Source: an optimization exercise on an open RTL-to-GDS flow (aim: small area, a short achievable clock period and few clock cycles per item). Production flows keep margins and buffers that such runs may drop. At most, simulation tests tie the RTL to the original design; equivalence was not proved. Power is estimated from default activity; no workload was simulated.

Design fat_dir_entry_name_decoder_core, start of the top module:
module fat_dir_entry_name_decoder_core #(
    parameter int NAME_CAPACITY = 64
) (
    input  logic                           aclk,
    input  logic                           aresetn,
    input  logic                           s_tvalid,
    output logic                           s_tready,
    input  logic [fdn_pkg::IN_TDATA_W-1:0] s_tdata,
    output logic                            m_tvalid,
    input  logic                            m_tready,
    output logic [fdn_pkg::OUT_TDATA_W-1:0] m_tdata,
    output logic                            m_tlast
);
    logic [5:0] len_reg;
    logic [5:0] nlen_reg;
    logic [3:0] nu_reg;           
    logic [2:0] nseq_reg;         
    logic       pending_reg;
    logic       ended_reg;
    logic       pre_done_reg;     
    logic       peek_reg;         
    logic        ob_valid_reg;
    logic        long_reg;        
    logic        eod_reg;
    logic [5:0]  pos_reg;
    logic [5:0]  lima_reg;        
    logic [5:0]  limb_reg;
    logic [7:0]  char_reg;        
    logic        last_reg;        
    logic [7:0]  nxt_reg;         
    logic [7:0]  nxt2_reg;        
    logic        isdir_reg;
    logic [31:0] size_reg;
    logic [31:0] clus_reg;
    logic [31:0][7:0] b;
    logic             new_dir;
    logic [7:0]       b0;
    logic [7:0]       attr;
    logic [4:0]       seq;
    logic             is_end, is_del, is_lfn, is_vis;
    logic             drop;
  ...
export LEC_CHECK = 0
export ABC_CLOCK_PERIOD_IN_PS = 3300
export CAP_MARGIN = 20
export CORE_MARGIN = 2
export CORE_UTILIZATION = 40
export CTS_CLUSTER_DIAMETER = 90
export CTS_CLUSTER_SIZE = 25
export SETUP_SLACK_MARGIN = 2.8
export SLEW_MARGIN = 20
create_clock -name core_clock -period 6.0 [get_ports {aclk}]
standard.sh (not shown) runs the stock make flow with config.mk's settings and CLKGATE_MAP_FILE= SYNTH_SCRIPT=/design/flow/synth_recipe.tcl, a recipe that flattens the netlist after the stock synthesis.
==> flow/flow/run.sh <==
#!/bin/bash
# The standard layout, with the port buffers that buffer_ports inserts made
# plain buffers (sky130_fd_sc_hd__buf_1) instead of the cell it picks by itself.
# Everything else is the standard flow, run through the standard.sh.
set -euo pipefail
export BUFFER_PORTS_ARGS="-buffer_cell sky130_fd_sc_hd__buf_1"
bash standard.sh > standard_flow.log 2>&1
The baseline passed the timing, design-rule and antenna checks.
Next try:
--- a/flow/design.v
+++ b/flow/design.v
@@ -56,60 +56,57 @@
     end
     always_ff @(posedge clk) begin
         if (load) begin
             stem_reg    <= name_bytes[7:1];
             ext_reg     <= name_bytes[10:8];
             has_ext_reg <= has_ext;
             in_ext_reg  <= (name_bytes[0] == BYTE_SPACE);
         end else if (step) begin
+            stem_reg <= {BYTE_SPACE, stem_reg[6:1]};
             if (!in_ext_reg) begin
                 if (stem_reg[0] == BYTE_SPACE) begin
                     in_ext_reg <= 1'b1;
-                end else begin
-                    stem_reg <= {BYTE_SPACE, stem_reg[6:1]};
                 end
             end else begin
                 ext_reg <= {BYTE_SPACE, ext_reg[2:1]};
             end
         end
     end
 endmodule
 import fdn_pkg::*;
 module fdn_name_ram (
     input  logic                clk,
     input  logic                clear,
     input  logic [SLOTS-1:0]    wr_en,
     input  logic [12:0][7:0]    wr_unit,      
     input  logic [5:0]          rd_addr,
     output logic [7:0]          rd_ahead,     
     output logic [7:0]          slot0,
-    output logic [7:0]          slot1,
-    output logic [7:0]          slot2
+    output logic [7:0]          slot1
 );
     logic [SLOTS-1:0][7:0] mem;
     logic [12:0][7:0]      wr_data;
     always_comb begin
         for (int u = 0; u < UNITS_PER_ENTRY; u++) begin
             wr_data[u] = clear ? 8'h00 : wr_unit[u];
         end
     end
     always_ff @(posedge clk) begin
         for (int p = 0; p < SLOTS; p++) begin
             if (wr_en[p] || clear) begin
                 mem[p] <= wr_data[p % UNITS_PER_ENTRY];
             end
         end
     end
     logic [63:0][7:0] mem_ahead;
-    assign mem_ahead = {32'h00000000, mem[SLOTS-1:3]};
+    assign mem_ahead = {24'h000000, mem[SLOTS-1:2]};
     assign rd_ahead  = mem_ahead[rd_addr];
     assign slot0     = mem[0];
     assign slot1     = mem[1];
-    assign slot2     = mem[2];
 endmodule
 import fdn_pkg::*;
 module fat_dir_entry_name_decoder_core #(
     parameter int NAME_CAPACITY = 64
 ) (
     input  logic                           aclk,
     input  logic                           aresetn,
     input  logic                           s_tvalid,
@@ -132,17 +129,16 @@
     logic        long_reg;        
     logic        eod_reg;
     logic [5:0]  pos_reg;
     logic [5:0]  lima_reg;        
     logic [5:0]  limb_reg;
     logic [7:0]  char_reg;        
     logic        last_reg;        
     logic [7:0]  nxt_reg;         
-    logic [7:0]  nxt2_reg;        
     logic        isdir_reg;
     logic [31:0] size_reg;
     logic [31:0] clus_reg;
     logic [31:0][7:0] b;
     logic             new_dir;
     logic [7:0]       b0;
     logic [7:0]       attr;
     logic [4:0]       seq;
@@ -225,39 +221,37 @@
     end
     assign s_tready = (player_free & (~new_dir | pre_done_reg)) | peek_reg;
     logic s_fire;
     logic act;        
     logic load;       
     logic clear;
     assign s_fire = s_tvalid & s_tready;
     assign act    = s_fire & ~drop;
-    assign load   = s_tvalid & (is_end | is_vis) & ~drop & (~new_dir | pre_done_reg) & player_free;
+    assign load   = act & (is_end | is_vis);
     assign clear  = ~aresetn | (s_tvalid & new_dir & ~pre_done_reg & ~long_busy);
     logic [SLOTS-1:0] wr_en;
     logic [7:0]       rd_ahead;
     logic [7:0]       slot0;
     logic [7:0]       slot1;
-    logic [7:0]       slot2;
     always_comb begin
         for (int p = 0; p < SLOTS; p++) begin
             wr_en[p] = act && is_lfn && (seq == 5'(p / UNITS_PER_ENTRY + 1)) &&
                        unit_ok[p % UNITS_PER_ENTRY];
         end
     end
     fdn_name_ram u_name_ram (
         .clk      (aclk),
         .clear    (clear),
         .wr_en    (wr_en),
         .wr_unit  (unit_lo),
         .rd_addr  (pos_reg),
         .rd_ahead (rd_ahead),
         .slot0    (slot0),
-        .slot1    (slot1),
-        .slot2    (slot2)
+        .slot1    (slot1)
     );
     logic [7:0] sn_first;
     logic       sn_first_last;
     logic [7:0] sn_next;
     logic       sn_next_last;
     fdn_short_name u_short_name (
         .clk        (aclk),
         .load       (load),
@@ -308,17 +302,16 @@
     always_ff @(posedge aclk) begin
         if (load) begin
             pos_reg   <= '0;
             long_reg  <= ~is_end & pending_eff;
             eod_reg   <= is_end;
             lima_reg  <= len_fold;
             limb_reg  <= nlen;
             nxt_reg   <= slot1;
-            nxt2_reg  <= slot2;
             isdir_reg <= ~is_end & attr[4];
             size_reg  <= is_end ? 32'd0 : {b[31], b[30], b[29], b[28]};
             clus_reg  <= is_end ? 32'd0 : {b[21], b[20], b[27], b[26]};
             if (is_end) begin
                 char_reg <= 8'h00;
                 last_reg <= 1'b1;
             end else if (pending_eff) begin
                 char_reg <= len_zero ? 8'h00 : slot0;
@@ -326,20 +319,19 @@
             end else begin
                 char_reg <= sn_first;
                 last_reg <= sn_first_last;
             end
         end else if (adv) begin
             pos_reg <= pos_reg + 6'd1;
             if (long_reg) begin
                 char_reg <= nxt_reg;
-                nxt_reg  <= nxt2_reg;
-                nxt2_reg <= rd_ahead;
+                nxt_reg  <= rd_ahead;
                 last_reg <= ((7'(pos_reg) + 7'd2 >= 7'(lima_reg)) &&
-                             (7'(pos_reg) + 7'd2 >= 7'(limb_reg))) || (nxt2_reg == 8'h00);
+                             (7'(pos_reg) + 7'd2 >= 7'(limb_reg))) || (rd_ahead == 8'h00);
             end else begin
                 char_reg <= sn_next;
                 last_reg <= sn_next_last;
             end
         end
     end
     assign m_tvalid = ob_valid_reg;
     assign m_tlast  = last_reg;
Global-route usage goes up by 1.7 points.
Worst setup slack loses 0.013 ns.
Design area is lower slightly.
Hold slack gets better by 0.010 ns.
Die area goes down slightly.
Sequential power fell slightly.
Total power shrinks slightly.
Clock-buffer cell count is lower by 8.
Testbench counts after the change, summed over its fixed seeds: cycles 14,449, entries 2,409.
No functional check of the RTL was part of the first run of this note.

re-timing with driven ports:
How much do the figures lean on ideal ports? The routed layouts below were timed once more, with nothing changed but the port constraints.
Step 1: set_driving_cell puts a clkbuf_16 on aclk and a buf_2 on each other input, an assumption about the parent block.
Step 2 adds t to the input delays and takes it off the output delays; t is the mean of the earliest and latest rising clock arrival at the registers after step 1. Input paths then give back, and output paths get back, about the clock's delay inside the block.
a / b / c = no drivers / after step 1 / after step 2; a / b = the first two.
| run | t, ns | setup WS [ns] | worst data-port slew with drivers (ns) | pins driven straight from the clock port |
|---|---|---|---|---|
| the first run | 0.651 | 2.776 / 2.788 / 2.137 | 0.06 | 1 |
| the second run | 0.661 | 2.763 / 2.782 / 2.141 | 0.08 | 1 |
After both steps setup and hold are still met in every run listed. For the first run, which loses most, drivers alone change the setup slack by +0.012 ns; drivers and shift together by -0.639 ns.
